From an optimization exercise on the open Yosys and OpenROAD flow, aimed at small area, a short achievable clock period and few clock cycles; shortcuts taken in it are not production practice.
Function was checked by simulation only, so behaviour that the tests miss may differ from the original.
Power figures rest on the tool's default switching activity, not on a simulated workload.

`config.mk`:
```
export PLATFORM = sky130hd
export DESIGN_NAME = plot_command_stream_parser_core
export DESIGN_NICKNAME = plot_command_stream_parser_core
export VERILOG_FILES = /design/flow/design.v
export SDC_FILE = /design/flow/constraint.sdc
export NUM_CORES = 4
export LEC_CHECK = 0
export CAP_MARGIN = 20
export CORE_MARGIN = 2
export CORE_UTILIZATION = 40
export SLEW_MARGIN = 20
```
`design.v`:
```
`timescale 1ns / 1ps
package pcsp_pkg;
  localparam int COORD_BITS = 58;
  localparam int PADDR_BITS = 4;
  localparam int PDATA_BITS = 32;
  localparam int TERM_BITS  = 29;    
  localparam logic [1:0] REG_X_DECIMALS = 2'd0;
  localparam logic [1:0] REG_Y_DECIMALS = 2'd1;
  localparam logic [1:0] REG_INCH_UNITS = 2'd2;
  localparam logic [7:0] CH_LF  = 8'd10;
  localparam logic [7:0] CH_CR  = 8'd13;
  localparam logic [7:0] CH_PCT = 8'h25;
  localparam logic [7:0] CH_0   = 8'h30;
  localparam logic [7:0] CH_9   = 8'h39;
  localparam logic [7:0] CH_D   = 8'h44;
  localparam logic [7:0] CH_X   = 8'h58;
  localparam logic [7:0] CH_Y   = 8'h59;
  localparam logic [1:0] EV_SEGMENT  = 2'd0;
  localparam logic [1:0] EV_APERTURE = 2'd1;
  localparam logic [1:0] EV_UNKNOWN  = 2'd2;
  localparam logic [2:0] M_LINE_START = 3'd0;
  localparam logic [2:0] M_IN_LINE    = 3'd1;
  localparam logic [2:0] M_XDIG       = 3'd2;
  localparam logic [2:0] M_YDIG       = 3'd3;
  localparam logic [2:0] M_DCODE      = 3'd4;
  localparam logic [2:0] M_SKIP       = 3'd5;
  typedef struct packed {
    logic [2:0] x_decimals;
    logic [2:0] y_decimals;
    logic       inch_units;
  } pcsp_cfg_t;
endpackage
`timescale 1ns / 1ps
import pcsp_pkg::*;
module pcsp_cfg (
  input  logic                           clk,
  input  logic                           rst,
  input  logic                           psel,
  input  logic                           penable,
  input  logic                           pwrite,
  input  logic [pcsp_pkg::PADDR_BITS-1:0] paddr,
  input  logic [pcsp_pkg::PDATA_BITS-1:0] pwdata,
  output logic [pcsp_pkg::PDATA_BITS-1:0] prdata,
  output logic                           pready,
  output pcsp_pkg::pcsp_cfg_t            cfg
);
  logic       wr_en;
  logic [1:0] reg_idx;
  assign pready  = 1'b1;
  assign wr_en   = psel && penable && pwrite;
  assign reg_idx = paddr[3:2];
  always_ff @(posedge clk) begin
    if (rst) begin
      cfg <= '0;
    end else if (wr_en) begin
      case (reg_idx)
        REG_X_DECIMALS: cfg.x_decimals <= pwdata[2:0];
        REG_Y_DECIMALS: cfg.y_decimals <= pwdata[2:0];
        REG_INCH_UNITS: cfg.inch_units <= pwdata[0];
        default: ;
      endcase
    end
  end
  always_comb begin
    prdata = '0;
    case (reg_idx)
      REG_X_DECIMALS: prdata[2:0] = cfg.x_decimals;
      REG_Y_DECIMALS: prdata[2:0] = cfg.y_decimals;
      REG_INCH_UNITS: prdata[0]   = cfg.inch_units;
      default: ;
    endcase
  end
endmodule
`timescale 1ns / 1ps
import pcsp_pkg::*;
module pcsp_obuf (
  input  logic       clk,
  input  logic       rst,
  input  logic       emit,
  input  logic [1:0] ev,
  input  logic [6:0] code,
  output logic       blocked,
  output logic       out_valid,
  input  logic       out_stall,
  output logic [1:0] event_res,
  output logic [6:0] code_number,
  output logic       seg
);
  assign blocked = out_valid && out_stall;
  always_ff @(posedge clk) begin
    if (rst) begin
      out_valid <= 1'b0;
    end else begin
      out_valid <= emit || blocked;
    end
  end
  always_ff @(posedge clk) begin
    if (!blocked) begin
      event_res   <= ev;
      code_number <= code;
      seg         <= (ev == EV_SEGMENT);
    end
  end
endmodule
`timescale 1ns / 1ps
import pcsp_pkg::*;
module pcsp_scale (
  input  logic [3:0]                          dig,
  input  logic [3:0]                          lo,
  input  logic [2:0]                          decimals,
  input  logic                                inch_units,
  output logic signed [pcsp_pkg::TERM_BITS-1:0] term,
  output logic [pcsp_pkg::COORD_BITS-1:0]     sat_nm
);
  logic [2:0]  d;
  logic        fine;
  logic [24:0] k;
  assign d    = (decimals > 3'd6) ? 3'd6 : decimals;
  assign fine = inch_units && (d == 3'd6);
  always_comb begin
    case ({inch_units, d})
      4'b0_000: k = 25'd1000000;
      4'b0_001: k = 25'd100000;
      4'b0_010: k = 25'd10000;
      4'b0_011: k = 25'd1000;
      4'b0_100: k = 25'd100;
      4'b0_101: k = 25'd10;
      4'b0_110: k = 25'd1;
      4'b1_000: k = 25'd25400000;
      4'b1_001: k = 25'd2540000;
      4'b1_010: k = 25'd254000;
      4'b1_011: k = 25'd25400;
      4'b1_100: k = 25'd2540;
      4'b1_101: k = 25'd254;
      default:  k = 25'd0;
    endcase
  end
  logic signed [8:0] fine_term;
  always_comb begin
    case (dig)
      4'd1: fine_term = 9'sd25;
      4'd2: fine_term = 9'sd51;
      4'd3: fine_term = 9'sd76;
      4'd4: fine_term = 9'sd102;
      4'd5: fine_term = 9'sd127;
      4'd6: fine_term = 9'sd152;
      4'd7: fine_term = 9'sd178;
      4'd8: fine_term = 9'sd203;
      4'd9: fine_term = 9'sd229;
      default: fine_term = 9'sd0;
    endcase
    case (lo)
      4'd1, 4'd6: fine_term = fine_term + 9'sd4;
      4'd2, 4'd7: fine_term = fine_term - 9'sd2;
      4'd3, 4'd8: fine_term = fine_term + 9'sd2;
      4'd4, 4'd9: fine_term = fine_term - 9'sd4;
      default: ;
    endcase
  end
  logic [TERM_BITS-1:0] coarse_term;
  assign coarse_term = TERM_BITS'(dig) * TERM_BITS'(k);
  assign term = fine ? TERM_BITS'(fine_term) : signed'(coarse_term);
  always_comb begin
    case ({inch_units, d})
      4'b0_000: sat_nm = 58'd9999999999000000;
      4'b0_001: sat_nm = 58'd999999999900000;
      4'b0_010: sat_nm = 58'd99999999990000;
      4'b0_011: sat_nm = 58'd9999999999000;
      4'b0_100: sat_nm = 58'd999999999900;
      4'b0_101: sat_nm = 58'd99999999990;
      4'b0_110: sat_nm = 58'd9999999999;
      4'b1_000: sat_nm = 58'd253999999974600000;
      4'b1_001: sat_nm = 58'd25399999997460000;
      4'b1_010: sat_nm = 58'd2539999999746000;
      4'b1_011: sat_nm = 58'd253999999974600;
      4'b1_100: sat_nm = 58'd25399999997460;
      4'b1_101: sat_nm = 58'd2539999999746;
      default:  sat_nm = 58'd253999999975;
    endcase
  end
endmodule
`timescale 1ns / 1ps
import pcsp_pkg::*;
module pcsp_parse (
  input  logic                           clk,
  input  logic                           rst,
  input  logic                           go,
  input  logic [7:0]                     ch,
  input  pcsp_pkg::pcsp_cfg_t            cfg,
  output logic                           emit,
  output logic [1:0]                     ev,
  output logic [6:0]                     code,
  output logic [pcsp_pkg::COORD_BITS-1:0] pos_x,
  output logic [pcsp_pkg::COORD_BITS-1:0] pos_y,
  output logic [pcsp_pkg::COORD_BITS-1:0] prev_x,
  output logic [pcsp_pkg::COORD_BITS-1:0] prev_y
);
  logic [2:0] mode;
  logic       has_coord;
  logic [3:0] dval;
  logic [1:0] dseen;
  logic [3:0] sig;
  logic [3:0] lo;
  logic       is_digit, is_lf, is_cr, is_x, is_y, is_d, is_pct;
  logic [3:0] dig;
  logic       in_word, word_y;
  assign is_digit = (ch >= CH_0) && (ch <= CH_9);
  assign is_lf    = (ch == CH_LF);
  assign is_cr    = (ch == CH_CR);
  assign is_x     = (ch == CH_X);
  assign is_y     = (ch == CH_Y);
  assign is_d     = (ch == CH_D);
  assign is_pct   = (ch == CH_PCT);
  assign dig      = ch[3:0];
  assign in_word  = (mode == M_XDIG) || (mode == M_YDIG);
  assign word_y   = (mode == M_YDIG);
  logic signed [TERM_BITS-1:0] term;
  logic [COORD_BITS-1:0]       sat_nm, acc, acc_next;
  pcsp_scale u_scale (
    .dig        (dig),
    .lo         (lo),
    .decimals   (word_y ? cfg.y_decimals : cfg.x_decimals),
    .inch_units (cfg.inch_units),
    .term       (term),
    .sat_nm     (sat_nm)
  );
  assign acc      = word_y ? pos_y : pos_x;
  assign acc_next = (sig == 4'd10) ? sat_nm
                  : (acc << 3) + (acc << 1) + COORD_BITS'(signed'(term));
  always_comb begin
    code = {3'd0, dval};
    if (!is_lf && dseen == 2'd1 && is_digit) begin
      code = 7'(dval * 7'd10) + 7'(dig);
    end
  end
  always_comb begin
    ev = EV_UNKNOWN;
    if (code >= 7'd10) begin
      ev = EV_APERTURE;
    end else if (code == 7'd1 || code == 7'd3) begin
      ev = EV_SEGMENT;
    end
  end
  logic dword_end;
  assign dword_end = (mode == M_DCODE) && (is_lf || dseen != 2'd0);
  assign emit      = go && !is_cr && dword_end && code != 7'd2 &&
                     !(ev == EV_SEGMENT && !has_coord);
  logic ctl, word_start, first_word, digit_step;
  assign ctl        = go && !is_cr && (mode != M_SKIP) && (mode != M_DCODE);
  assign word_start = ctl && (is_x || is_y);
  assign first_word = word_start && !has_coord;
  assign digit_step = ctl && in_word && is_digit;
  always_ff @(posedge clk) begin
    if (rst) begin
      pos_x <= '0;
    end else if (word_start && is_x) begin
      pos_x <= '0;
    end else if (digit_step && !word_y) begin
      pos_x <= acc_next;
    end
  end
  always_ff @(posedge clk) begin
    if (rst) begin
      pos_y <= '0;
    end else if (word_start && is_y) begin
      pos_y <= '0;
    end else if (digit_step && word_y) begin
      pos_y <= acc_next;
    end
  end
  always_ff @(posedge clk) begin
    if (first_word) begin
      prev_x <= pos_x;
      prev_y <= pos_y;
    end
  end
  always_ff @(posedge clk) begin
    if (rst) begin
      sig <= '0;
      lo  <= '0;
    end else if (word_start) begin
      sig <= '0;
      lo  <= '0;
    end else if (digit_step) begin
      lo <= dig;
      if (sig == 4'd10) begin
        lo <= 4'd9;
      end else if (sig != 4'd0 || dig != 4'd0) begin
        sig <= sig + 4'd1;
      end
    end
  end
  always_ff @(posedge clk) begin
    if (rst) begin
      mode      <= M_LINE_START;
      has_coord <= 1'b0;
      dval      <= '0;
      dseen     <= '0;
    end else if (go && !is_cr) begin
      if (is_lf) begin
        mode      <= M_LINE_START;
        has_coord <= 1'b0;
        dseen     <= 2'd0;
      end else if (mode == M_SKIP) begin
        mode <= M_SKIP;
      end else if (mode == M_DCODE) begin
        if (dseen == 2'd0) begin
          dval  <= is_digit ? dig : 4'd0;
          dseen <= is_digit ? 2'd1 : 2'd2;
        end else begin
          dseen <= 2'd0;
          mode  <= M_IN_LINE;
        end
      end else if (in_word && is_digit) begin
        mode <= mode;
      end else if (is_pct && mode == M_LINE_START) begin
        mode <= M_SKIP;
      end else if (is_x) begin
        mode      <= M_XDIG;
        has_coord <= 1'b1;
      end else if (is_y) begin
        mode      <= M_YDIG;
        has_coord <= 1'b1;
      end else if (is_d) begin
        mode  <= M_DCODE;
        dval  <= '0;
        dseen <= 2'd0;
      end else begin
        mode <= M_IN_LINE;
      end
    end
  end
endmodule
`timescale 1ns / 1ps
import pcsp_pkg::*;
module plot_command_stream_parser_core (
  input  logic                                  clk,
  input  logic                                  rst,
  input  logic                                  psel,
  input  logic                                  penable,
  input  logic                                  pwrite,
  input  logic [pcsp_pkg::PADDR_BITS-1:0]        paddr,
  input  logic [pcsp_pkg::PDATA_BITS-1:0]        pwdata,
  output logic [pcsp_pkg::PDATA_BITS-1:0]        prdata,
  output logic                                  pready,
  input  logic                                  in_valid,
  output logic                                  in_stall,
  input  logic [7:0]                            ch,
  output logic                                  out_valid,
  input  logic                                  out_stall,
  output logic [1:0]                            event_res,
  output logic [pcsp_pkg::COORD_BITS-1:0]        x_from,
  output logic [pcsp_pkg::COORD_BITS-1:0]        y_from,
  output logic [pcsp_pkg::COORD_BITS-1:0]        x_to,
  output logic [pcsp_pkg::COORD_BITS-1:0]        y_to,
  output logic [6:0]                            code_number
);
  pcsp_pkg::pcsp_cfg_t cfg;
  logic       q_valid;
  logic [7:0] q_ch;
  logic       blocked, go, emit, seg;
  logic [1:0] ev;
  logic [6:0] code;
  logic [pcsp_pkg::COORD_BITS-1:0] pos_x, pos_y, prev_x, prev_y;
  pcsp_cfg u_cfg (
    .clk     (clk),
    .rst     (rst),
    .psel    (psel),
    .penable (penable),
    .pwrite  (pwrite),
    .paddr   (paddr),
    .pwdata  (pwdata),
    .prdata  (prdata),
    .pready  (pready),
    .cfg     (cfg)
  );
  assign go       = q_valid && !blocked;
  assign in_stall = q_valid && blocked;
  always_ff @(posedge clk) begin
    if (rst) begin
      q_valid <= 1'b0;
    end else if (!in_stall) begin
      q_valid <= in_valid;
    end
  end
  always_ff @(posedge clk) begin
    if (!in_stall) begin
      q_ch <= ch;
    end
  end
  pcsp_parse u_parse (
    .clk    (clk),
    .rst    (rst),
    .go     (go),
    .ch     (q_ch),
    .cfg    (cfg),
    .emit   (emit),
    .ev     (ev),
    .code   (code),
    .pos_x  (pos_x),
    .pos_y  (pos_y),
    .prev_x (prev_x),
    .prev_y (prev_y)
  );
  pcsp_obuf u_obuf (
    .clk         (clk),
    .rst         (rst),
    .emit        (emit),
    .ev          (ev),
    .code        (code),
    .blocked     (blocked),
    .out_valid   (out_valid),
    .out_stall   (out_stall),
    .event_res   (event_res),
    .code_number (code_number),
    .seg         (seg)
  );
  assign x_from = seg ? prev_x : '0;
  assign y_from = seg ? prev_y : '0;
  assign x_to   = seg ? pos_x  : '0;
  assign y_to   = seg ? pos_y  : '0;
endmodule
```
`run.sh`:
```
#!/bin/bash
# synth_recipe.tcl (not shown) runs the flow's synth.tcl, then flattens the netlist and writes it again
# the make line also repeats each setting of config.mk as NAME=value (left out here)
make -C /OpenROAD-flow-scripts/flow DESIGN_CONFIG=/design/flow/config.mk WORK_HOME=/design/flow/orfs CLKGATE_MAP_FILE= SYNTH_SCRIPT=/design/flow/synth_recipe.tcl finish
```
`constraint.sdc`:
```
create_clock -name core_clock -period 11.0 [get_ports {clk}]
set_input_delay 2.2000 -clock core_clock [delete_from_list [all_inputs] [get_ports {clk}]]
set_output_delay 2.2000 -clock core_clock [all_outputs]
set_load 0.01 [all_outputs]
```
==> results of run 1 <==
-- kinds of logic after synthesis --
family,share of synthesized area
AND/OR/NAND/NOR,0.218
buffers and inverters,0.0617
flip-flops,0.311
multiplexers,0.0435
adder cells (fa/ha/maj),0.159
other,0.000331
XOR/XNOR,0.0320
AO/OA/AOI/OAI,0.174
-- metrics by stage --
stage | total power [µW] | utilization | hold WS [ps]
floorplan | 1410 | - | 422
global placement | 1530 | 0.459 | 454
detailed placement | 1530 | 0.459 | 465
CTS | 2620 | 0.478 | 478
global route | 2710 | 0.478 | 492
finish | 2610 | 0.478 | 473
-- cell type report --
cell class | count | area share
Timing Repair Buffer | 311 | 0.111
Multi-Input combinational cell | 2013 | 0.534
Tap cell | 756 | 0.0352
Clock inverter | 21 | 0.00898
Inverter | 128 | 0.0179
Sequential cell | 285 | 0.262
Clock buffer | 37 | 0.0304
-- cell usage after synthesis, drive strengths merged (5+ instances only) --
master,instances,share of area
ha,134,0.074
nand2b,33,0.0091
and2,276,0.076
o21a,10,0.0036
o21ai,164,0.036
o22ai,5,0.0014
a211oi,58,0.019
xnor2,49,0.019
nor4,13,0.0039
a31oi,28,0.0087
mux2i,34,0.016
nor2,235,0.040
a221o,6,0.0026
o31a,5,0.0020
nand3b,7,0.0029
or2,6,0.0017
nand3,54,0.012
or3,12,0.0034
and3,28,0.0080
a21boi,10,0.0033
edfxtp,134,0.18
o211ai,12,0.0042
nor2b,21,0.0058
mux2,56,0.028
inv,128,0.021
nand4,19,0.0052
clkbuf,111,0.019
nor3,53,0.012
o31ai,8,0.0026
a221oi,9,0.0037
nand2,174,0.029
xor2,34,0.013
a21oi,200,0.046
o21bai,15,0.0051
o2111ai,6,0.0026
buf,75,0.022
dfxtp,151,0.13
a21o,41,0.014
fa,97,0.086
-- registers in the layout, indices dropped and copies added (netlist names), 2 cells and up, named ones only --
signal,cells
u_parse.pos_x,58
u_parse.pos_y,58
u_parse.prev_x,58
u_parse.prev_y,58
q_ch,8
u_cfg.cfg,7
u_obuf.code_number,7
u_parse.dval,4
u_parse.lo,4
u_parse.sig,4
u_parse.mode,3
u_obuf.event_res,2
u_parse.dseen,2
-- placed cells by master (no fill, tap or decap), types with 7 or more instances in the layout --
cell type	instances
o211ai_1	11
clkdlybuf4s50_1	265
mux2i_1	33
conb_1	30
nand2_1	172
o21ai_0	155
nor3_1	52
o21bai_1	14
nand4_1	19
o31ai_1	8
o21ai_1	8
fa_1	97
a211oi_1	58
dfxtp_1	150
and2_1	274
o21a_1	9
clkbuf_16	31
xnor2_1	49
inv_1	124
xor2_1	34
a21oi_2	10
edfxtp_1	134
buf_4	46
a21boi_0	8
a221oi_1	8
nor4_1	12
a31oi_1	26
ha_1	134
or3_1	11
a21oi_1	189
nand2b_1	33
mux2_2	55
nor2_1	232
a21o_1	40
nand3_1	53
clkinv_2	7
nor2b_1	21
and3_1	25
-- layer usage --
layer / wire length (µm) / GRT usage / up-vias
met5: 0 / 0 / -
met4: 1550 / 0.0576 / 0
met3: 3970 / 0.0290 / 85
met2: 31400 / 0.366 / 590
met1: 33200 / 0.339 / 9580
li1: - / - / 9370
-- power groups by stage --
| stage | combinational (µW) | sequential [µW] | clock [µW] |
|---|---|---|---|
| 4_1_cts | 397 | 1120 | 1110 |
| 3_5_place_dp | 395 | 1140 | 0 |
| 3_3_place_gp | 389 | 1140 | 0 |
| 5_1_grt | 440 | 1120 | 1150 |
| 2_1_floorplan | 281 | 1130 | 0 |
| 6_report | 403 | 1120 | 1090 |
-- final timing paths --
| path | start | to | slack, ps |
|---|---|---|---|
| worst max-delay path | u_parse.mode[0] | u_parse.pos_y[51] | 830 |
| worst min-delay path | u_parse.pos_y[2] | u_parse.prev_y[2] | 470 |
| worst max register to register | u_parse.mode[0] | u_parse.pos_y[51] | 830 |
| worst min register to register | u_parse.pos_y[2] | u_parse.prev_y[2] | 470 |
==> flow_metrics.env, run 1 <==
export IMPL_place_ws_ps=988
export IMPL_pwr_share_clk=0.417
export IMPL_cp_end_kind="register"
export IMPL_rsz0062_at_grt="false"
export IMPL_drt_total_wl_um=70100
export IMPL_htreeDepth=1
export IMPL_die_y_um=242
export IMPL_syn_avg_cell_area_um2=8.78
export IMPL_hold_depth=0
export IMPL_fin_skew_ps=25.9
export IMPL_grt_first_pass_wirelength_um=109000
export IMPL_multi_input_area_um2=14400
export IMPL_synthArstFlopShare=0
export IMPL_dpl_cell_count=3493
export IMPL_ys_seq_area_frac=0.311
export IMPL_cts_made_buffers=31
export IMPL_root_buffer="clkbuf_16"
export IMPL_gp_congestion=0.919
export IMPL_nFillCells=5384
export IMPL_cts_sinks=285
export IMPL_hold_viol=0
export IMPL_fin_area_um2=26900
export IMPL_drc=0
export IMPL_synthCells=2584
export IMPL_crit_arrival_ps=10610
export IMPL_dr_pass1_iters=5
export IMPL_postCtsHoldBufs=0
export IMPL_nNetsFinal=3052
export IMPL_rows=87
export IMPL_core_um2=56300
export IMPL_grt_max_degree=129
export IMPL_cts_tree="yes"
export IMPL_antenna_found_initial=0
export IMPL_die_w_um=242
export IMPL_yosysWarningCount=5
export IMPL_crit_family="adder cells"
export IMPL_timing_final_crit_share=0.924
export IMPL_worst_r2r_cell_count=35
export IMPL_ir_worst_vdd_v=0.000145
export IMPL_layout_min_cycle_time_ps=10170
export IMPL_p_sw_uw=706
export IMPL_comb_power_share=0.155
export IMPL_grt_total_usage=0.233
export IMPL_io_buffers=265
export IMPL_setup_viol=0
export IMPL_worst_setup_path_type="register to register"
export IMPL_setup_tns_ps=0
export IMPL_crit_fanout=20
export IMPL_required_ps=11440
export IMPL_p_leak_uw=0.0114
export IMPL_slowest_stage="dfxtp_1"
export IMPL_drive_gt1_frac=0.0733
export IMPL_start_util=0.403
export IMPL_grt_overflow_total=0
export IMPL_drtAntennaViolNets=0
export IMPL_ctsLongestPathBuffers=3
export IMPL_clock_latency_ps=600
export IMPL_die_area_um2=58600
export IMPL_antenna_cells=0
export IMPL_worst_slack_ps=831
export IMPL_synth_ff_type="dfxtp_1"
export IMPL_worst_pin_slew_ps=1170
export IMPL_top_level_ports=327
export IMPL_slew_violations=0
export IMPL_sw_frac_of_total=0.271
export IMPL_cp_depth=35
export IMPL_path_buf_inv=5
export IMPL_relSlewSlack=0.213
export IMPL_grt_pass1_vias=18911
export IMPL_via_count=19625
export IMPL_post_cts_setup_buffers=0
export IMPL_syn_to_final_growth_pct=18.6
export IMPL_cp_slowest_stage_delay_ps=600
export IMPL_synth_seq_cells=285
export IMPL_ys_types=106
export IMPL_p_int_uw=1900
export IMPL_max_freq_mhz=98.3
export IMPL_p_per_area_nw_per_um2=96.9
export IMPL_maxCapViolCount=0
export IMPL_wl_per_cell_um=19.7
export IMPL_cts_repair_resized=0
export IMPL_status="timing/DRC/antenna clean"
export IMPL_seqCellArea_um2=7050
export IMPL_instances_no_fill=3551
export IMPL_drt_iter0_drc=1474
export IMPL_viasPerCell=5.53
export IMPL_crit_path_start_kind="register"
export IMPL_synth_edff_count=134
export IMPL_place_hpwl_um=54600
export IMPL_hold_path_class="register to register"
export IMPL_clk_pin_slew_ps=60
export IMPL_placed_area_um2=25800
export IMPL_syn_cell_area_um2=22700
export IMPL_sequentialPowerShare=0.428
Testbench counts, summed over its fixed seeds: cycles 24,058.
==> run 2: changes to the inputs <==
--- a/design.v
+++ b/design.v
@@ -109,8 +109,7 @@
   input  logic [3:0]                          lo,
   input  logic [2:0]                          decimals,
   input  logic                                inch_units,
-  output logic signed [pcsp_pkg::TERM_BITS-1:0] term,
-  output logic [pcsp_pkg::COORD_BITS-1:0]     sat_nm
+  output logic [pcsp_pkg::TERM_BITS-1:0]      term
 );
   logic [2:0]  d;
   logic        fine;
@@ -135,49 +134,31 @@
       default:  k = 25'd0;
     endcase
   end
-  logic signed [8:0] fine_term;
+  logic [8:0] fine_term;
   always_comb begin
     case (dig)
-      4'd1: fine_term = 9'sd25;
-      4'd2: fine_term = 9'sd51;
-      4'd3: fine_term = 9'sd76;
-      4'd4: fine_term = 9'sd102;
-      4'd5: fine_term = 9'sd127;
-      4'd6: fine_term = 9'sd152;
-      4'd7: fine_term = 9'sd178;
-      4'd8: fine_term = 9'sd203;
-      4'd9: fine_term = 9'sd229;
-      default: fine_term = 9'sd0;
+      4'd1: fine_term = 9'd25;
+      4'd2: fine_term = 9'd51;
+      4'd3: fine_term = 9'd76;
+      4'd4: fine_term = 9'd102;
+      4'd5: fine_term = 9'd127;
+      4'd6: fine_term = 9'd152;
+      4'd7: fine_term = 9'd178;
+      4'd8: fine_term = 9'd203;
+      4'd9: fine_term = 9'd229;
+      default: fine_term = 9'd0;
     endcase
     case (lo)
-      4'd1, 4'd6: fine_term = fine_term + 9'sd4;
-      4'd2, 4'd7: fine_term = fine_term - 9'sd2;
-      4'd3, 4'd8: fine_term = fine_term + 9'sd2;
-      4'd4, 4'd9: fine_term = fine_term - 9'sd4;
+      4'd1, 4'd6: fine_term = fine_term + 9'd4;
+      4'd2, 4'd7: fine_term = fine_term - 9'd2;
+      4'd3, 4'd8: fine_term = fine_term + 9'd2;
+      4'd4, 4'd9: fine_term = fine_term - 9'd4;
       default: ;
     endcase
   end
   logic [TERM_BITS-1:0] coarse_term;
   assign coarse_term = TERM_BITS'(dig) * TERM_BITS'(k);
-  assign term = fine ? TERM_BITS'(fine_term) : signed'(coarse_term);
-  always_comb begin
-    case ({inch_units, d})
-      4'b0_000: sat_nm = 58'd9999999999000000;
-      4'b0_001: sat_nm = 58'd999999999900000;
-      4'b0_010: sat_nm = 58'd99999999990000;
-      4'b0_011: sat_nm = 58'd9999999999000;
-      4'b0_100: sat_nm = 58'd999999999900;
-      4'b0_101: sat_nm = 58'd99999999990;
-      4'b0_110: sat_nm = 58'd9999999999;
-      4'b1_000: sat_nm = 58'd253999999974600000;
-      4'b1_001: sat_nm = 58'd25399999997460000;
-      4'b1_010: sat_nm = 58'd2539999999746000;
-      4'b1_011: sat_nm = 58'd253999999974600;
-      4'b1_100: sat_nm = 58'd25399999997460;
-      4'b1_101: sat_nm = 58'd2539999999746;
-      default:  sat_nm = 58'd253999999975;
-    endcase
-  end
+  assign term = fine ? {{(TERM_BITS-9){fine_term[8]}}, fine_term} : coarse_term;
 endmodule
 `timescale 1ns / 1ps
 import pcsp_pkg::*;
@@ -185,8 +166,17 @@
   input  logic                           clk,
   input  logic                           rst,
   input  logic                           go,
-  input  logic [7:0]                     ch,
+  input  logic                           is_digit,
+  input  logic                           is_lf,
+  input  logic                           is_cr,
+  input  logic                           is_x,
+  input  logic                           is_y,
+  input  logic                           is_d,
+  input  logic                           is_pct,
+  input  logic [3:0]                     dig,
+  input  logic [pcsp_pkg::TERM_BITS-1:0] term,
   input  pcsp_pkg::pcsp_cfg_t            cfg,
+  output logic                           word_y,
   output logic                           emit,
   output logic [1:0]                     ev,
   output logic [6:0]                     code,
@@ -200,33 +190,34 @@
   logic [3:0] dval;
   logic [1:0] dseen;
   logic [3:0] sig;
-  logic [3:0] lo;
-  logic       is_digit, is_lf, is_cr, is_x, is_y, is_d, is_pct;
-  logic [3:0] dig;
-  logic       in_word, word_y;
-  assign is_digit = (ch >= CH_0) && (ch <= CH_9);
-  assign is_lf    = (ch == CH_LF);
-  assign is_cr    = (ch == CH_CR);
-  assign is_x     = (ch == CH_X);
-  assign is_y     = (ch == CH_Y);
-  assign is_d     = (ch == CH_D);
-  assign is_pct   = (ch == CH_PCT);
-  assign dig      = ch[3:0];
-  assign in_word  = (mode == M_XDIG) || (mode == M_YDIG);
-  assign word_y   = (mode == M_YDIG);
-  logic signed [TERM_BITS-1:0] term;
-  logic [COORD_BITS-1:0]       sat_nm, acc, acc_next;
-  pcsp_scale u_scale (
-    .dig        (dig),
-    .lo         (lo),
-    .decimals   (word_y ? cfg.y_decimals : cfg.x_decimals),
-    .inch_units (cfg.inch_units),
-    .term       (term),
-    .sat_nm     (sat_nm)
-  );
+  logic       in_word;
+  assign in_word = (mode == M_XDIG) || (mode == M_YDIG);
+  assign word_y  = (mode == M_YDIG);
+  logic [2:0]            sat_d;
+  logic [COORD_BITS-1:0] sat_nm;
+  assign sat_d = word_y ? cfg.y_decimals : cfg.x_decimals;
+  always_comb begin
+    case ({cfg.inch_units, (sat_d > 3'd6) ? 3'd6 : sat_d})
+      4'b0_000: sat_nm = 58'd9999999999000000;
+      4'b0_001: sat_nm = 58'd999999999900000;
+      4'b0_010: sat_nm = 58'd99999999990000;
+      4'b0_011: sat_nm = 58'd9999999999000;
+      4'b0_100: sat_nm = 58'd999999999900;
+      4'b0_101: sat_nm = 58'd99999999990;
+      4'b0_110: sat_nm = 58'd9999999999;
+      4'b1_000: sat_nm = 58'd253999999974600000;
+      4'b1_001: sat_nm = 58'd25399999997460000;
+      4'b1_010: sat_nm = 58'd2539999999746000;
+      4'b1_011: sat_nm = 58'd253999999974600;
+      4'b1_100: sat_nm = 58'd25399999997460;
+      4'b1_101: sat_nm = 58'd2539999999746;
+      default:  sat_nm = 58'd253999999975;
+    endcase
+  end
+  logic [COORD_BITS-1:0] acc, acc_next;
   assign acc      = word_y ? pos_y : pos_x;
   assign acc_next = (sig == 4'd10) ? sat_nm
-                  : (acc << 3) + (acc << 1) + COORD_BITS'(signed'(term));
+                  : (acc << 3) + (acc << 1) + {{(COORD_BITS-TERM_BITS){term[TERM_BITS-1]}}, term};
   always_comb begin
     code = {3'd0, dval};
     if (!is_lf && dseen == 2'd1 && is_digit) begin
@@ -277,17 +268,10 @@
   always_ff @(posedge clk) begin
     if (rst) begin
       sig <= '0;
-      lo  <= '0;
     end else if (word_start) begin
       sig <= '0;
-      lo  <= '0;
-    end else if (digit_step) begin
-      lo <= dig;
-      if (sig == 4'd10) begin
-        lo <= 4'd9;
-      end else if (sig != 4'd0 || dig != 4'd0) begin
-        sig <= sig + 4'd1;
-      end
+    end else if (digit_step && sig != 4'd10 && (sig != 4'd0 || dig != 4'd0)) begin
+      sig <= sig + 4'd1;
     end
   end
   always_ff @(posedge clk) begin
@@ -356,9 +340,7 @@
   output logic [6:0]                            code_number
 );
   pcsp_pkg::pcsp_cfg_t cfg;
-  logic       q_valid;
-  logic [7:0] q_ch;
-  logic       blocked, go, emit, seg;
+  logic       blocked, go, emit, seg, word_y;
   logic [1:0] ev;
   logic [6:0] code;
   logic [pcsp_pkg::COORD_BITS-1:0] pos_x, pos_y, prev_x, prev_y;
@@ -374,33 +356,80 @@
     .pready  (pready),
     .cfg     (cfg)
   );
-  assign go       = q_valid && !blocked;
-  assign in_stall = q_valid && blocked;
+  assign in_stall = blocked;
+  logic       a_valid;
+  logic [7:0] a_ch;
+  always_ff @(posedge clk) begin
+    if (rst) begin
+      a_valid <= 1'b0;
+    end else if (!blocked) begin
+      a_valid <= in_valid;
+    end
+  end
+  always_ff @(posedge clk) begin
+    if (!blocked) begin
+      a_ch <= ch;
+    end
+  end
+  logic       b_valid, b_digit, b_lf, b_cr, b_x, b_y, b_d, b_pct;
+  logic [3:0] b_dig, lo, lo_n;
+  logic [pcsp_pkg::TERM_BITS-1:0] b_term, a_term;
+  logic       axis_y;
+  assign axis_y = (b_valid && (b_x || b_y)) ? b_y : word_y;
+  assign lo_n   = (b_valid && b_digit) ? b_dig :
+                  (b_valid && (b_x || b_y)) ? 4'd0 : lo;
+  pcsp_scale u_scale (
+    .dig        (a_ch[3:0]),
+    .lo         (lo_n),
+    .decimals   (axis_y ? cfg.y_decimals : cfg.x_decimals),
+    .inch_units (cfg.inch_units),
+    .term       (a_term)
+  );
   always_ff @(posedge clk) begin
     if (rst) begin
-      q_valid <= 1'b0;
-    end else if (!in_stall) begin
-      q_valid <= in_valid;
+      b_valid <= 1'b0;
+      lo      <= '0;
+    end else if (!blocked) begin
+      b_valid <= a_valid;
+      lo      <= lo_n;
     end
   end
   always_ff @(posedge clk) begin
-    if (!in_stall) begin
-      q_ch <= ch;
+    if (!blocked) begin
+      b_digit <= (a_ch >= CH_0) && (a_ch <= CH_9);
+      b_lf    <= (a_ch == CH_LF);
+      b_cr    <= (a_ch == CH_CR);
+      b_x     <= (a_ch == CH_X);
+      b_y     <= (a_ch == CH_Y);
+      b_d     <= (a_ch == CH_D);
+      b_pct   <= (a_ch == CH_PCT);
+      b_dig   <= a_ch[3:0];
+      b_term  <= a_term;
     end
   end
+  assign go = b_valid && !blocked;
   pcsp_parse u_parse (
-    .clk    (clk),
-    .rst    (rst),
-    .go     (go),
-    .ch     (q_ch),
-    .cfg    (cfg),
-    .emit   (emit),
-    .ev     (ev),
-    .code   (code),
-    .pos_x  (pos_x),
-    .pos_y  (pos_y),
-    .prev_x (prev_x),
-    .prev_y (prev_y)
+    .clk      (clk),
+    .rst      (rst),
+    .go       (go),
+    .is_digit (b_digit),
+    .is_lf    (b_lf),
+    .is_cr    (b_cr),
+    .is_x     (b_x),
+    .is_y     (b_y),
+    .is_d     (b_d),
+    .is_pct   (b_pct),
+    .dig      (b_dig),
+    .term     (b_term),
+    .cfg      (cfg),
+    .word_y   (word_y),
+    .emit     (emit),
+    .ev       (ev),
+    .code     (code),
+    .pos_x    (pos_x),
+    .pos_y    (pos_y),
+    .prev_x   (prev_x),
+    .prev_y   (prev_y)
   );
   pcsp_obuf u_obuf (
     .clk         (clk),
==> run 2 against run 1 <==
Effect of this change: non-clock buffer count is 20 lower; area after synthesis is 6.7% higher; critical path type unchanged; count of clock-buffer cells in the layout is 15 higher; cell area is 5.6% higher; critical endpoint is now b_term[26]; sequential share of layout area is 2.9 points higher; final cell count is 3.4% higher; clock power is 11% higher; flip-flop and latch count is 41 higher; first-iteration DRC count is 10% lower; die area is 6.6% higher.
==> flow_metrics.env, run 2 <==
export IMPL_cts_sinks=326
export IMPL_syn_avg_cell_area_um2=9.00
export IMPL_ctsLongestPathBuffers=3
export IMPL_drtAntennaViolNets=0
export IMPL_crit_family="compound AO/OA/AOI/OAI gates"
export IMPL_final_common_cell="clkdlybuf4s50_1"
export IMPL_grt_total_usage=0.216
export IMPL_slowest_stage="a21o_1"
export IMPL_grt_overflow_total=0
export IMPL_synth_common_cells="263 x and2_1, 230 x nor2_1, 221 x a21oi_1"
export IMPL_postCtsHoldBufs=0
export IMPL_dr_pass1_iters=5
export IMPL_worst_pin_slew_ps=1070
export IMPL_synth_most_common_cell="and2_1"
export IMPL_core_um2=60100
export IMPL_clock_latency_ps=560
export IMPL_syn_to_final_growth_pct=17.4
export IMPL_p_per_area_nw_per_um2=103
export IMPL_path_buf_inv=4
export IMPL_root_buffer="clkbuf_16"
export IMPL_maxCapViolCount=0
export IMPL_cpMostUsedCell="inv_1"
export IMPL_drive_gt1_frac=0.0651
export IMPL_ys_seq_area_frac=0.342
export IMPL_synthArstFlopShare=0
export IMPL_synth_edff_count=174
export IMPL_r2r_setup_slack_ps=3370
export IMPL_viasPerCell=5.45
export IMPL_cts_tree="yes"
export IMPL_htreeDepth=2
export IMPL_hold_depth=2
export IMPL_wl_per_cell_um=18.8
export IMPL_final_cell_mix="265 x clkdlybuf4s50_1, 263 x and2_1, 230 x nor2_1, 221 x a21oi_1, 201 x nand2_1"
export IMPL_crit_arrival_ps=7920
export IMPL_post_cts_setup_buffers=0
export IMPL_relSlewSlack=0.284
export IMPL_holdWs_ps=453
export IMPL_via_count=20013
export IMPL_p_leak_uw=0.0112
export IMPL_cts_made_buffers=37
export IMPL_start_util=0.403
export IMPL_antenna_found_initial=0
export IMPL_rows=90
export IMPL_netlist_area_leader_share=0.216
export IMPL_ir_worst_vdd_v=0.0000782
export IMPL_io_buffers=265
export IMPL_setup_tns_ps=0
export IMPL_crit_path_start_kind="register"
export IMPL_slew_violations=0
export IMPL_place_hpwl_um=52100
export IMPL_top_level_ports=327
export IMPL_clk_pin_slew_ps=60
export IMPL_fin_skew_ps=32.3
export IMPL_timing_final_crit_share=0.694
export IMPL_drc=0
export IMPL_rsz0062_at_grt="false"
export IMPL_yosysWarningCount=5
export IMPL_nNetsFinal=3150
export IMPL_synthTopCellsByArea="edfxtp_1 22%, dfxtp_1 13%, fa_1 8.0%, ha_1 7.3%, and2_1 6.8%"
export IMPL_layout_min_cycle_time_ps=7630
export IMPL_die_y_um=250
export IMPL_synth_area_leader_cell="edfxtp_1"
export IMPL_synthCells=2691
export IMPL_hold_path_class="register to register"
export IMPL_drt_iter0_drc=1326
export IMPL_syn_cell_area_um2=24200
export IMPL_ys_types=88
export IMPL_synth_seq_cells=326
export IMPL_hold_viol=0
export IMPL_setup_viol=0
export IMPL_status="timing/DRC/antenna clean"
export IMPL_gp_congestion=0.910
export IMPL_synth_ff_type="edfxtp_1"
export IMPL_cp_slowest_stage_delay_ps=650
export IMPL_grt_pass1_vias=19381
export IMPL_cp_depth=28
export IMPL_required_ps=11290
export IMPL_cts_repair_resized=0
export IMPL_die_w_um=250
export IMPL_worst_r2r_cell_count=28
export IMPL_cp_end_kind="register"
export IMPL_grt_first_pass_wirelength_um=109000
export IMPL_grt_max_degree=117
export IMPL_die_area_um2=62500
export IMPL_worst_setup_path_type="register to register"
export IMPL_drt_total_wl_um=69000
export IMPL_crit_fanout=35
export IMPL_max_freq_mhz=131
-- run 2: cell count changes after synthesis, moves of 11 or more --
cell / change
edfxtp_1: +40
a21oi_1: +32
nand2_1: +30
nand2b_1: -25
o21ai_0: +18
nor3_1: +13
and2_1: -11
clkbuf_1: +11
nand4_1: +11
-- run 2: logic make-up after synthesis --
| logic type | share of synthesized area |
|---|---|
| buf+inv | 0.0609 |
| fa+ha+maj | 0.154 |
| flops | 0.342 |
| compound gates | 0.177 |
| mux | 0.0405 |
| other cells | 0.000310 |
| simple gates | 0.196 |
| xor+xnor | 0.0297 |
-- run 2: stage by stage --
stage	power [µW]	utilization	area, µm²	instances	setup WS (ps)
after floorplan	1660	-	24300	2719	2950
after global placement	1730	0.453	27200	3603	3590
after detailed placement	1740	0.453	27200	3603	3440
after CTS	2960	0.472	28400	3671	3440
after global routing	3050	0.472	28400	3671	2750
final	2930	0.472	28400	3672	3370
-- run 2: worst min-delay path: cells and delay by family, from the launching register on --
kind | cells | cell delay, ps
DFF | 1 | 300
and+or+nand+nor | 1 | 50
AOI/OAI and AO/OA | 1 | 50
-- run 2: final timing paths --
kind	from	to
hold reg to reg	a_valid	a_valid
setup reg to reg	u_parse.mode[2]	b_term[26]
hold / removal	a_valid	a_valid
setup / recovery	u_parse.mode[2]	b_term[26]
-- run 2: cell type report --
cell class | instances | area, µm²
Clock buffer | 52 | 1100
Clock inverter | 16 | 97.6
Antenna cell | 1 | 2.50
Inverter | 133 | 499
Multi-Input combinational cell | 2071 | 14600
Fill cell | 5847 | 31700
Tap cell | 782 | 978
Timing Repair Buffer | 291 | 2850
Sequential cell | 326 | 8270
-- run 2: routing by layer --
layer,GRT usage,vias up,share of wire,wire [µm]
met5,0,-,0,0
met4,0.0459,0,0.016,1100
met3,0.0215,73,0.041,2810
met2,0.385,482,0.50,34500
met1,0.283,9693,0.44,30600
li1,-,9765,-,-
-- run 2: where the power goes --
group          total [µW]  leakage [µW]  switching, µW  internal (µW)
Sequential           1340       0.00270           32.5           1310
Combinational         377       0.00787            233            143
Clock                1210      0.000602            511            702
Total                2930        0.0112            777           2150
Testbench counts of run 2, summed over its fixed seeds: cycles 24,064.
==> run 3: changes to the inputs <==
--- a/design.v
+++ b/design.v
@@ -156,8 +156,11 @@
       default: ;
     endcase
   end
-  logic [TERM_BITS-1:0] coarse_term;
-  assign coarse_term = TERM_BITS'(dig) * TERM_BITS'(k);
+  logic [TERM_BITS-1:0] coarse_term, pp0, pp1, pp2;
+  assign pp0 = dig[0] ? TERM_BITS'(k) : '0;
+  assign pp1 = dig[1] ? TERM_BITS'(k) << 1 : '0;
+  assign pp2 = dig[3] ? TERM_BITS'(k) << 3 : dig[2] ? TERM_BITS'(k) << 2 : '0;
+  assign coarse_term = pp0 + pp1 + pp2;
   assign term = fine ? {{(TERM_BITS-9){fine_term[8]}}, fine_term} : coarse_term;
 endmodule
 `timescale 1ns / 1ps
@@ -175,8 +178,8 @@
   input  logic                           is_pct,
   input  logic [3:0]                     dig,
   input  logic [pcsp_pkg::TERM_BITS-1:0] term,
+  input  logic                           axis_y,
   input  pcsp_pkg::pcsp_cfg_t            cfg,
-  output logic                           word_y,
   output logic                           emit,
   output logic [1:0]                     ev,
   output logic [6:0]                     code,
@@ -190,9 +193,9 @@
   logic [3:0] dval;
   logic [1:0] dseen;
   logic [3:0] sig;
-  logic       in_word;
+  logic       in_word, word_y;
   assign in_word = (mode == M_XDIG) || (mode == M_YDIG);
-  assign word_y  = (mode == M_YDIG);
+  assign word_y  = axis_y;
   logic [2:0]            sat_d;
   logic [COORD_BITS-1:0] sat_nm;
   assign sat_d = word_y ? cfg.y_decimals : cfg.x_decimals;
@@ -340,7 +343,7 @@
   output logic [6:0]                            code_number
 );
   pcsp_pkg::pcsp_cfg_t cfg;
-  logic       blocked, go, emit, seg, word_y;
+  logic       blocked, go, emit, seg;
   logic [1:0] ev;
   logic [6:0] code;
   logic [pcsp_pkg::COORD_BITS-1:0] pos_x, pos_y, prev_x, prev_y;
@@ -371,40 +374,49 @@
       a_ch <= ch;
     end
   end
-  logic       b_valid, b_digit, b_lf, b_cr, b_x, b_y, b_d, b_pct;
-  logic [3:0] b_dig, lo, lo_n;
+  logic       b_valid, b_digit, b_lf, b_cr, b_x, b_y, b_d, b_pct, b_axis;
+  logic [3:0] b_dig;
   logic [pcsp_pkg::TERM_BITS-1:0] b_term, a_term;
-  logic       axis_y;
-  assign axis_y = (b_valid && (b_x || b_y)) ? b_y : word_y;
-  assign lo_n   = (b_valid && b_digit) ? b_dig :
-                  (b_valid && (b_x || b_y)) ? 4'd0 : lo;
+  logic       last_y;
+  logic [3:0] last_dig;
+  logic       a_digit, a_x, a_y;
+  assign a_digit = (a_ch >= CH_0) && (a_ch <= CH_9);
+  assign a_x     = (a_ch == CH_X);
+  assign a_y     = (a_ch == CH_Y);
   pcsp_scale u_scale (
     .dig        (a_ch[3:0]),
-    .lo         (lo_n),
-    .decimals   (axis_y ? cfg.y_decimals : cfg.x_decimals),
+    .lo         (last_dig),
+    .decimals   (last_y ? cfg.y_decimals : cfg.x_decimals),
     .inch_units (cfg.inch_units),
     .term       (a_term)
   );
   always_ff @(posedge clk) begin
     if (rst) begin
-      b_valid <= 1'b0;
-      lo      <= '0;
+      b_valid  <= 1'b0;
+      last_y   <= 1'b0;
+      last_dig <= '0;
     end else if (!blocked) begin
       b_valid <= a_valid;
-      lo      <= lo_n;
+      if (a_valid && (a_x || a_y)) begin
+        last_y   <= a_y;
+        last_dig <= '0;
+      end else if (a_valid && a_digit) begin
+        last_dig <= a_ch[3:0];
+      end
     end
   end
   always_ff @(posedge clk) begin
     if (!blocked) begin
-      b_digit <= (a_ch >= CH_0) && (a_ch <= CH_9);
+      b_digit <= a_digit;
       b_lf    <= (a_ch == CH_LF);
       b_cr    <= (a_ch == CH_CR);
-      b_x     <= (a_ch == CH_X);
-      b_y     <= (a_ch == CH_Y);
+      b_x     <= a_x;
+      b_y     <= a_y;
       b_d     <= (a_ch == CH_D);
       b_pct   <= (a_ch == CH_PCT);
       b_dig   <= a_ch[3:0];
       b_term  <= a_term;
+      b_axis  <= last_y;
     end
   end
   assign go = b_valid && !blocked;
@@ -422,7 +434,7 @@
     .dig      (b_dig),
     .term     (b_term),
     .cfg      (cfg),
-    .word_y   (word_y),
+    .axis_y   (b_axis),
     .emit     (emit),
     .ev       (ev),
     .code     (code),
==> flow/run.sh (new file) <==
#!/bin/bash
# The standard layout (standard.sh: the standard synthesis, floorplan, placement,
# CTS, routing) with two settings it does not expose: the port buffers are the
# smallest plain buffer, and timing repair aims at a setup slack of
# SETUP_SLACK_MARGIN ns at the design's clock period. make's output goes to
# flow_make.log; each ORFS step keeps its own log under orfs/logs.
set -euo pipefail
export SETUP_SLACK_MARGIN=5.5
export BUFFER_PORTS_ARGS="-buffer_cell sky130_fd_sc_hd__buf_1"
bash standard.sh > flow_make.log 2>&1
==> standard.sh (new file) <==
#!/bin/bash
# synth_recipe.tcl (not shown) runs the flow's synth.tcl, then flattens the netlist and writes it again
# the make line also repeats each setting of config.mk as NAME=value (left out here)
make -C /OpenROAD-flow-scripts/flow DESIGN_CONFIG=/design/flow/config.mk WORK_HOME=/design/flow/orfs CLKGATE_MAP_FILE= SYNTH_SCRIPT=/design/flow/synth_recipe.tcl "${@:-finish}"
removed: run.sh
==> run 3 against run 2 <==
Effect of this change: utilization shrank 1.3 points; global-route usage shrank 0.093 points; total power shrank 1.5%; still clean on timing, DRC and antenna; largest cell class unchanged; final cell count shrank 4.4%; critical path type is now input pin to output pin; area after synthesis shrank 4.9%; critical endpoint is now in_stall; count of clock-buffer cells in the layout is the same; largest power group unchanged.
==> flow_metrics.env, run 3 <==
export IMPL_max_freq_mhz=188
export IMPL_p_sw_uw=702
export IMPL_die_area_um2=59500
export IMPL_synthMuxAreaShare=0.0446
export IMPL_synthArstFlopShare=0
export IMPL_synth_edff_count=175
export IMPL_reg2reg_to="b_term[26]"
export IMPL_cts_made_buffers=37
export IMPL_clock_latency_ps=560
export IMPL_via_count=19110
export IMPL_grt_overflow_total=0
export IMPL_clk_pin_slew_ps=60
export IMPL_path_cells="buf_1 -> nand2_8 -> inv_8 -> buf_1"
export IMPL_rsz0062_at_grt="true"
export IMPL_min_to="u_parse.prev_x[57]"
export IMPL_grt_pass1_vias=18293
export IMPL_hold_path_class="register to register"
export IMPL_slowest_stage="nand2_8"
export IMPL_antenna_cells=0
export IMPL_grt_first_pass_wirelength_um=103000
export IMPL_ys_types=84
export IMPL_io_buffers=265
export IMPL_synth_area_leader_cell="edfxtp_1"
export IMPL_ys_seq_area_frac=0.361
export IMPL_drtAntennaViolNets=0
export IMPL_p_int_uw=2180
export IMPL_synth_simple_area_share=0.191
export IMPL_sw_frac_of_total=0.243
export IMPL_worst_setup_path_type="input pin to output pin"
export IMPL_netlist_area_leader_share=0.228
export IMPL_multi_input_area_um2=13900
export IMPL_p_per_area_nw_per_um2=111
export IMPL_synthAdderAreaFrac=0.140
export IMPL_place_ws_ps=4860
export IMPL_worst_pin_slew_ps=1070
export IMPL_setup_tns_ps=0
export IMPL_syn_to_final_growth_pct=13.0
export IMPL_cpMostUsedCell="buf_1"
export IMPL_cp_slowest_stage_delay_ps=330
export IMPL_worst_slack_ps=5690
export IMPL_drt_iter0_drc=1537
export IMPL_setup_viol=0
export IMPL_final_cell_mix="265 x buf_1, 245 x and2_1, 235 x a21oi_1, 228 x nand2_1, 202 x nor2_1"
export IMPL_synthTopCellsByArea="edfxtp_1 23%, dfxtp_1 13%, ha_1 7.2%, fa_1 6.9%, and2_1 6.7%"
export IMPL_top_level_ports=327
export IMPL_hold_viol=0
export IMPL_synth_common_cells="246 x and2_1, 240 x a21oi_1, 230 x nand2_1"
export IMPL_grt_max_degree=122
export IMPL_nFillCells=5408
export IMPL_root_buffer="clkbuf_16"
export IMPL_p_leak_uw=0.0102
export IMPL_cts_tree="yes"
export IMPL_crit_arrival_ps=3110
export IMPL_nNetsFinal=2987
export IMPL_drt_total_wl_um=65700
export IMPL_hold_depth=0
export IMPL_comb_power_share=0.094
export IMPL_worst_r2r_cell_count=19
export IMPL_instances_no_fill=3510
export IMPL_syn_cell_area_um2=23000
export IMPL_core_um2=56600
export IMPL_synth_seq_cells=328
export IMPL_crit_family="buffers and inverters"
export IMPL_synth_ff_type="edfxtp_1"
export IMPL_synth_compound_area_frac=0.177
export IMPL_dr_wl_met2_um=29400
export IMPL_required_ps=8800
export IMPL_crit_fanout=65
export IMPL_drc=0
export IMPL_dpl_cell_count=3435
export IMPL_top_layer="met4"
export IMPL_gp_congestion=0.922
export IMPL_maxCapViolCount=0
export IMPL_layout_min_cycle_time_ps=5310
export IMPL_grt_total_usage=0.215
export IMPL_cp_depth=4
export IMPL_synth_xor_area_frac=0.0350
export IMPL_cp_end_kind="output pin"
export IMPL_rows=87
export IMPL_fin_skew_ps=28.8
export IMPL_pwr_share_clk=0.447
export IMPL_synth_most_common_cell="and2_1"
export IMPL_final_util=0.460
export IMPL_sequentialPowerShare=0.459
export IMPL_syn_avg_cell_area_um2=9.05
export IMPL_path_buf_inv=3
export IMPL_synth_top_family_by_area="simple AND/OR/NAND/NOR gates"
export IMPL_cts_sinks=328
export IMPL_viasPerCell=5.44
export IMPL_place_hpwl_um=49800
export IMPL_die_y_um=244
export IMPL_status="timing/DRC/antenna clean"
export IMPL_drt_met1_wl_um=30500
export IMPL_antenna_found_initial=0
export IMPL_postCtsHoldBufs=0
export IMPL_slew_violations=0
export IMPL_yosysWarningCount=5
export IMPL_final_common_cell="buf_1"
export IMPL_seqCellArea_um2=8330
export IMPL_die_w_um=244
export IMPL_relSlewSlack=0.288
export IMPL_wl_per_cell_um=18.7
export IMPL_drive_gt1_frac=0.0781
export IMPL_wl_met3_um=3740
export IMPL_start_util=0.407
export IMPL_min_delay_start="u_parse.pos_x[57]"
export IMPL_ctsLongestPathBuffers=3
export IMPL_synthCells=2545
export IMPL_htreeDepth=2
export IMPL_timing_final_crit_share=0.483
export IMPL_ir_worst_vdd_v=0.0000924
export IMPL_r2r_setup_slack_ps=5800
export IMPL_r2r_start="last_y"
export IMPL_dr_pass1_iters=6
export IMPL_crit_path_start_kind="input pin"
## run 3: cell types whose count changed after synthesis, sizes merged, moves of 10 or more
cell    before  now
nand2b       8   18
o21ai      190  170
a22oi        3   14
nand2      202  230
and3        25   13
nor3        65   49
inv        132   93
nand3       54   40
ha         142  132
a21oi      223  244
and2       263  246
fa          97   79
nor2       233  204
## run 3: logic make-up after synthesis
logic type,count (synthesis)
AO/OA/AOI/OAI,658
XOR/XNOR,92
adder cells (fa/ha/maj),211
buffers and inverters,276
flip-flops,328
multiplexers,95
other,2
AND/OR/NAND/NOR,883
## run 3: cell type report
type | instances | share of cell area
flip-flops and latches | 328 | 0.320
multi-input cells | 1969 | 0.533
inverters | 93 | 0.0137
repair buffers | 296 | 0.0478
clock buffers | 52 | 0.0426
clock inverters | 16 | 0.00697
well taps | 756 | 0.0363
## run 3: worst max-delay path by stage
stage / start / end / slack [ps]
CTS: u_cfg.cfg[3] / b_term[27] / 5510
finish: out_stall / in_stall / 5690
floorplan: out_stall / u_parse.prev_x[0] / 4710
global placement: last_y / b_term[27] / 5020
global route: last_y / b_term[26] / 5500
detailed placement: last_y / b_term[27] / 4860
## run 3: metal layers
layer,up-vias,GRT usage
met5,-,0
met2,556,0.343
li1,9299,-
met1,9158,0.298
met4,0,0.0692
met3,97,0.0347
## run 3: power groups by stage
stage,clock network [µW],registers (µW),logic (µW)
after CTS,1320,1330,264
final,1290,1320,273
after global placement,0,1350,256
after detailed placement,0,1350,261
after global routing,1360,1330,303
after floorplan,0,1340,209
## run 3: metrics by stage
stage	total power, µW	cell area, µm²	hold slack, ps
floorplan	1550	23200	406
global placement	1610	24500	439
detailed placement	1610	24500	447
CTS	2910	25900	464
global route	2990	26000	480
finish	2890	26000	461
## run 3: what timing repair did
item | 4_1_cts | 5_1_grt
resized for setup | 8 | 26
pin swaps | 0 | 6
endpoints found under the setup margin | 15 | 12
gates cloned | 0 | 0
setup buffers | 1 | 6
Testbench counts of run 3, summed over its fixed seeds: cycles 24,064.
==> run 4: changes to the inputs <==
--- a/flow/run.sh
+++ b/flow/run.sh
@@ -5,6 +5,6 @@
 # SETUP_SLACK_MARGIN ns at the design's clock period. make's output goes to
 # flow_make.log; each ORFS step keeps its own log under orfs/logs.
 set -euo pipefail
-export SETUP_SLACK_MARGIN=5.5
+export SETUP_SLACK_MARGIN=6.5
 export BUFFER_PORTS_ARGS="-buffer_cell sky130_fd_sc_hd__buf_1"
 bash standard.sh > flow_make.log 2>&1
==> run 4 against run 3 <==
Effect of this change: still clean on timing, DRC and antenna; worst hold slack got worse by 10 ps; combinational power increased by 11%; fmax increased by 8.4%; sequential power about the same; largest cell class unchanged.
==> flow_metrics.env, run 4 <==
export IMPL_ys_seq_area_frac=0.361
export IMPL_rsz0062_at_grt="true"
export IMPL_start_util=0.407
export IMPL_p_per_area_nw_per_um2=101
export IMPL_synth_edff_count=175
export IMPL_fin_skew_ps=9.96
export IMPL_relSlewSlack=0.274
export IMPL_core_um2=56600
export IMPL_gp_congestion=0.933
export IMPL_io_buffers=265
export IMPL_clk_pin_slew_ps=60
export IMPL_ir_worst_vdd_v=0.0000696
export IMPL_cts_made_buffers=35
export IMPL_required_ps=8800
export IMPL_ctsLongestPathBuffers=3
export IMPL_drc=0
export IMPL_synthCells=2545
export IMPL_crit_family="buffers and inverters"
export IMPL_yosysWarningCount=5
export IMPL_p_leak_uw=0.0106
export IMPL_antenna_found_initial=1
export IMPL_seqCellArea_um2=8330
export IMPL_crit_path_start_kind="input pin"
export IMPL_die_w_um=244
export IMPL_syn_cell_area_um2=23000
export IMPL_setup_tns_ps=0
export IMPL_clock_latency_ps=540
export IMPL_drt_iter0_drc=1536
export IMPL_synth_common_cells="246 x and2_1, 240 x a21oi_1, 230 x nand2_1"
export IMPL_place_hpwl_um=50200
export IMPL_hold_path_class="register to register"
export IMPL_layout_min_cycle_time_ps=4900
export IMPL_nNetsFinal=3050
export IMPL_cts_tree="yes"
export IMPL_status="timing/DRC/antenna clean"
export IMPL_grt_total_usage=0.226
export IMPL_netlist_area_leader_share=0.228
export IMPL_cp_end_kind="output pin"
export IMPL_cp_slowest_stage_delay_ps=140
export IMPL_hold_viol=0
export IMPL_worst_setup_path_type="input pin to output pin"
export IMPL_die_area_um2=59500
export IMPL_htreeDepth=2
export IMPL_viasPerCell=5.54
export IMPL_gr_usage_met2=0.365
export IMPL_grtUsageMet1=0.315
export IMPL_cts_sinks=328
export IMPL_slew_violations=0
export IMPL_final_cell_mix="258 x buf_1, 244 x and2_1, 221 x nand2_1, 221 x a21oi_1, 195 x nor2_1"
export IMPL_synthTopCellsByArea="edfxtp_1 23%, dfxtp_1 13%, ha_1 7.2%, fa_1 6.9%, and2_1 6.7%"
export IMPL_synth_seq_cells=328
export IMPL_die_y_um=244
export IMPL_crit_fanout=4
export IMPL_antenna_cells=0
export IMPL_max_freq_mhz=204
export IMPL_slowest_stage="o21ai_1"
export IMPL_root_buffer="clkbuf_16"
export IMPL_top_usage_layer="met2"
export IMPL_synthArstFlopShare=0
export IMPL_nFillCells=5384
export IMPL_rows=87
export IMPL_setup_viol=0
export IMPL_syn_to_final_growth_pct=17.8
export IMPL_drive_gt1_frac=0.130
export IMPL_multi_input_area_um2=14500
export IMPL_dr_pass1_iters=5
export IMPL_ys_types=84
export IMPL_synth_area_leader_cell="edfxtp_1"
export IMPL_path_cells="buf_8 -> mux2i_1 -> o21ai_1 -> buf_2"
export IMPL_path_buf_inv=2
export IMPL_drtAntennaViolNets=0
export IMPL_grt_overflow_total=0
export IMPL_crit_arrival_ps=2700
export IMPL_holdWs_ps=451
export IMPL_worst_pin_slew_ps=1090
export IMPL_via_count=19794
export IMPL_syn_avg_cell_area_um2=9.05
export IMPL_final_common_cell="buf_1"
export IMPL_synth_ff_type="edfxtp_1"
export IMPL_grt_pass1_vias=19050
export IMPL_synth_most_common_cell="and2_1"
export IMPL_maxCapViolCount=0
export IMPL_drt_total_wl_um=69600
export IMPL_grt_first_pass_wirelength_um=108000
export IMPL_grtUsageMet3=0.0311
export IMPL_timing_final_crit_share=0.445
export IMPL_top_level_ports=327
export IMPL_wl_per_cell_um=19.5
export IMPL_grt_max_degree=126
## run 4: final timing paths
path | start | end | slack [ps] | cells past startpoint
max | paddr[3] | prdata[0] | 6100 | 4
min | u_parse.pos_x[57] | u_parse.prev_x[57] | 450 | 0
max reg2reg | last_y | b_term[27] | 6190 | 23
min reg2reg | u_parse.pos_x[57] | u_parse.prev_x[57] | 450 | 0
## run 4: kinds of logic (layout without fill, tap and decap cells)
family | Yosys count | in the layout | synth area share
multiplexers | 95 | 95 | 0.0446
other | 2 | 30 | 0.000326
flip-flops | 328 | 328 | 0.361
buffers and inverters | 276 | 514 | 0.0507
AND/OR/NAND/NOR | 883 | 887 | 0.191
AO/OA/AOI/OAI | 658 | 658 | 0.177
XOR/XNOR | 92 | 92 | 0.0350
adder cells (fa/ha/maj) | 211 | 211 | 0.140
## run 4: layout make-up
type | count | area share
well taps | 756 | 0.0349
clock buffers | 55 | 0.0363
repair buffers | 356 | 0.0696
inverters | 93 | 0.0134
repair inverters | 1 | 0.000185
clock inverters | 9 | 0.00304
flip-flops and latches | 328 | 0.307
multi-input cells | 1973 | 0.536
## run 4: layer usage
metal	wire length, µm	up-vias
li1	-	9421
met1	32100	9655
met2	31600	611
met3	3740	107
met4	2140	0
met5	0	-
## run 4: per-stage QoR
stage	setup WS (ps)	power (µW)	cell area, µm²	std cells	util
after global routing	5970	2850	27100	3571	0.479
after global placement	5150	1610	24800	3435	0.437
after detailed placement	5080	1620	24800	3435	0.437
after floorplan	4710	1560	23500	2573	-
final	6100	2740	27100	3571	0.479
after CTS	6090	2750	26600	3553	0.471
## run 4: power by group
group | switching [µW] | internal (µW)
sequential | 18.7 | 1300
combinational | 186 | 117
clock | 476 | 642
## run 4: worst register-to-register path, stage by stage (launching register included)
cell and delay [ps]:
dfxtp_4 430, mux2i_4 360, nor2_4 70, nor2_4 180, inv_4 70, ha_4 180, o21ai_4 150, a21oi_4 50
a31o_4 260, a22oi_2 210, fa_1 460, inv_2 80, ha_4 200, buf_6 110, o21a_1 150, o21ai_1 120
nand2b_1 110, a31oi_4 250, o21ai_4 110, a41o_1 230, o41ai_4 330, o31ai_1 140, xnor2_1 190, nand2_1 70
## run 4: what timing repair did
| item | CTS | global route |
|---|---|---|
| cloned | 6 | 1 |
| pin swaps | 43 | 25 |
| hold buffers | 0 | 0 |
| resized for setup | 102 | 65 |
| buffers inserted | 48 | 17 |
| setup endpoints to repair | 316 | 180 |
| endpoints found under the hold margin | 0 | 0 |
==> run 5: changes to the inputs <==
--- a/flow/run.sh
+++ b/flow/run.sh
@@ -5,6 +5,6 @@
 # SETUP_SLACK_MARGIN ns at the design's clock period. make's output goes to
 # flow_make.log; each ORFS step keeps its own log under orfs/logs.
 set -euo pipefail
-export SETUP_SLACK_MARGIN=6.5
+export SETUP_SLACK_MARGIN=6.0
 export BUFFER_PORTS_ARGS="-buffer_cell sky130_fd_sc_hd__buf_1"
 bash standard.sh > flow_make.log 2>&1
==> run 5 against run 4 <==
Effect of this change: sequential power is essentially flat; total power rose by 9.1%; via count fell by 1.9%; clock power increased by 23%; utilization is 0.38 points lower; global-route usage decreased by 0.87 points.
==> flow_metrics.env, run 5 <==
export IMPL_antenna_cells=0
export IMPL_synthCells=2545
export IMPL_io_buffers=265
export IMPL_yosysWarningCount=5
export IMPL_worst_setup_path_type="input pin to output pin"
export IMPL_rsz0062_at_grt="true"
export IMPL_hold_path_class="register to register"
export IMPL_setup_tns_ps=0
export IMPL_top_level_ports=327
export IMPL_clk_pin_slew_ps=60
export IMPL_worst_r2r_cell_count=23
export IMPL_via_count=19426
export IMPL_setup_viol=0
export IMPL_final_common_cell="buf_1"
export IMPL_cts_tree="yes"
export IMPL_ir_worst_vdd_v=0.0000968
export IMPL_layout_min_cycle_time_ps=4960
export IMPL_synth_seq_cells=328
export IMPL_nFillCells=5377
export IMPL_crit_path_start_kind="input pin"
export IMPL_syn_avg_cell_area_um2=9.05
export IMPL_critPathCapture="prdata[0]"
export IMPL_ys_seq_area_frac=0.361
export IMPL_place_hpwl_um=49900
export IMPL_dr_pass1_iters=5
export IMPL_grt_total_usage=0.217
export IMPL_grt_pass1_vias=18490
export IMPL_drc=0
export IMPL_slew_violations=0
export IMPL_crit_family="buffers and inverters"
export IMPL_status="timing/DRC/antenna clean"
export IMPL_drt_iter0_drc=1527
export IMPL_max_freq_mhz=202
export IMPL_final_util=0.475
export IMPL_drt_total_wl_um=67300
export IMPL_fin_skew_ps=21.9
export IMPL_start_util=0.407
export IMPL_drtAntennaViolNets=0
export IMPL_die_w_um=244
export IMPL_crit_arrival_ps=2760
export IMPL_path_cells="buf_4 -> mux2i_1 -> o21ai_1 -> buf_2"
export IMPL_nNetsFinal=3032
export IMPL_synth_edff_count=175
export IMPL_ys_types=84
export IMPL_grt_max_degree=125
export IMPL_hold_viol=0
export IMPL_worst_slack_ps=6040
export IMPL_die_y_um=244
export IMPL_drive_gt1_frac=0.113
export IMPL_final_cell_mix="261 x buf_1, 245 x and2_1, 231 x a21oi_1, 222 x nand2_1, 197 x nor2_1"
export IMPL_cp_startpoint="paddr[3]"
export IMPL_core_um2=56600
export IMPL_grt_first_pass_wirelength_um=104000
export IMPL_synthTopCellsByArea="edfxtp_1 23%, dfxtp_1 13%, ha_1 7.2%, fa_1 6.9%, and2_1 6.7%"
export IMPL_reg2reg_to="b_term[27]"
export IMPL_syn_to_final_growth_pct=16.9
export IMPL_p_per_area_nw_per_um2=111
export IMPL_cp_slowest_stage_delay_ps=150
export IMPL_place_ws_ps=5120
export IMPL_antenna_found_initial=0
export IMPL_slowest_stage="o21ai_1"
export IMPL_gp_congestion=0.926
export IMPL_relSlewSlack=0.288
export IMPL_dpl_cell_count=3435
export IMPL_p_leak_uw=0.0106
export IMPL_rows=87
export IMPL_netlist_area_leader_share=0.228
export IMPL_cp_end_kind="output pin"
export IMPL_r2r_start="last_y"
export IMPL_crit_fanout=8
export IMPL_wl_per_cell_um=18.9
export IMPL_die_area_um2=59500
export IMPL_syn_cell_area_um2=23000
export IMPL_htreeDepth=2
export IMPL_root_buffer="clkbuf_16"
export IMPL_cts_made_buffers=37
export IMPL_synth_common_cells="246 x and2_1, 240 x a21oi_1, 230 x nand2_1"
export IMPL_worst_pin_slew_ps=1070
export IMPL_synth_most_common_cell="and2_1"
export IMPL_cp_depth=4
export IMPL_grt_overflow_total=0
export IMPL_viasPerCell=5.46
export IMPL_r2r_setup_slack_ps=6140
export IMPL_cts_sinks=328
export IMPL_clock_latency_ps=550
export IMPL_path_buf_inv=2
export IMPL_instances_no_fill=3555
export IMPL_synthArstFlopShare=0
export IMPL_maxCapViolCount=0
export IMPL_required_ps=8800
export IMPL_synth_ff_type="edfxtp_1"
export IMPL_ctsLongestPathBuffers=3
export IMPL_synth_area_leader_cell="edfxtp_1"
export IMPL_timing_final_crit_share=0.451
[run 5: what timing repair did]
action	4_1_cts	5_1_grt
endpoints found under the hold margin	0	0
buffers inserted	14	34
gates cloned	2	1
pin swaps	13	32
hold buffers	0	0
gates resized for setup	50	82
setup endpoints to repair	67	42
[run 5: final cells by class]
class / instances / area (µm²) / share of cell area
inverters: 93 / 367 / 0.0136
well taps: 756 / 946 / 0.0352
clock inverters: 24 / 353 / 0.0131
flip-flops and latches: 328 / 8330 / 0.309
clock buffers: 44 / 1030 / 0.0381
repair buffers: 339 / 1670 / 0.0622
multi-input cells: 1971 / 14200 / 0.528
[run 5: worst register-to-register path, stage by stage (launching register included)]
cell and delay, ps:
dfxtp_4 390, mux2i_4 210, buf_6 140, nor2_4 140, nor2_4 60, inv_4 90, ha_4 170, buf_4 120
nand2_2 120, nor2_4 180, nand2_1 120, fa_1 560, inv_1 40, ha_1 250, a2111oi_4 360, o21ai_1 110
a31o_2 260, a21oi_2 160, o21ai_0 110, a41o_1 270, o41ai_4 360, o31ai_2 100, xnor2_1 180, nand2_1 70
[run 5: routing by layer]
layer	global-route usage	wire length (µm)
met3	0.0286	3390
met1	0.308	31700
met5	0	0
met2	0.354	31100
met4	0.0482	1120
[run 5: stage by stage]
stage,total power [µW],cell area [µm²],hold WS (ps)
2_1_floorplan,1550,23200,406
3_3_place_gp,1610,24500,435
3_5_place_dp,1610,24500,444
4_1_cts,3000,26300,462
5_1_grt,3110,26900,487
6_report,2990,26900,469
[run 5: report_power, final]
| group | internal [µW] | leakage (µW) | switching [µW] | total (µW) |
|---|---|---|---|---|
| Combinational | 108 | 0.00706 | 181 | 289 |
| Clock | 879 | 0.000674 | 504 | 1380 |
| Sequential | 1300 | 0.00288 | 18.5 | 1320 |
| Total | 2290 | 0.0106 | 703 | 2990 |
[run 5: worst min path at each step]
| stage | from | end | slack, ps | cells after the start |
|---|---|---|---|---|
| 3_3_place_gp | u_parse.pos_y[57] | u_parse.prev_y[57] | 440 | 0 |
| 3_5_place_dp | u_parse.pos_x[57] | u_parse.prev_x[57] | 440 | 0 |
| 4_1_cts | u_parse.pos_x[57] | u_parse.prev_x[57] | 460 | 0 |
| 6_report | u_parse.pos_y[41] | u_parse.prev_y[41] | 470 | 0 |
| 2_1_floorplan | last_y | b_axis | 410 | 0 |
| 5_1_grt | b_valid | b_valid | 490 | 2 |
[run 5: cell families after synthesis]
family                   synth area share
flip-flops                          0.361
buffers and inverters              0.0507
other                            0.000326
XOR/XNOR                           0.0350
AND/OR/NAND/NOR                     0.191
AO/OA/AOI/OAI                       0.177
multiplexers                       0.0446
adder cells (fa/ha/maj)             0.140

Re-timed with assumed drivers on the ports (clkbuf_16 on the clock, buf_2 on other inputs), run 5 has 6.016 ns of setup slack against 6.039 ns with ideal ports, and 5.644 ns once port delays also move by the mid clock arrival of 0.595 ns.
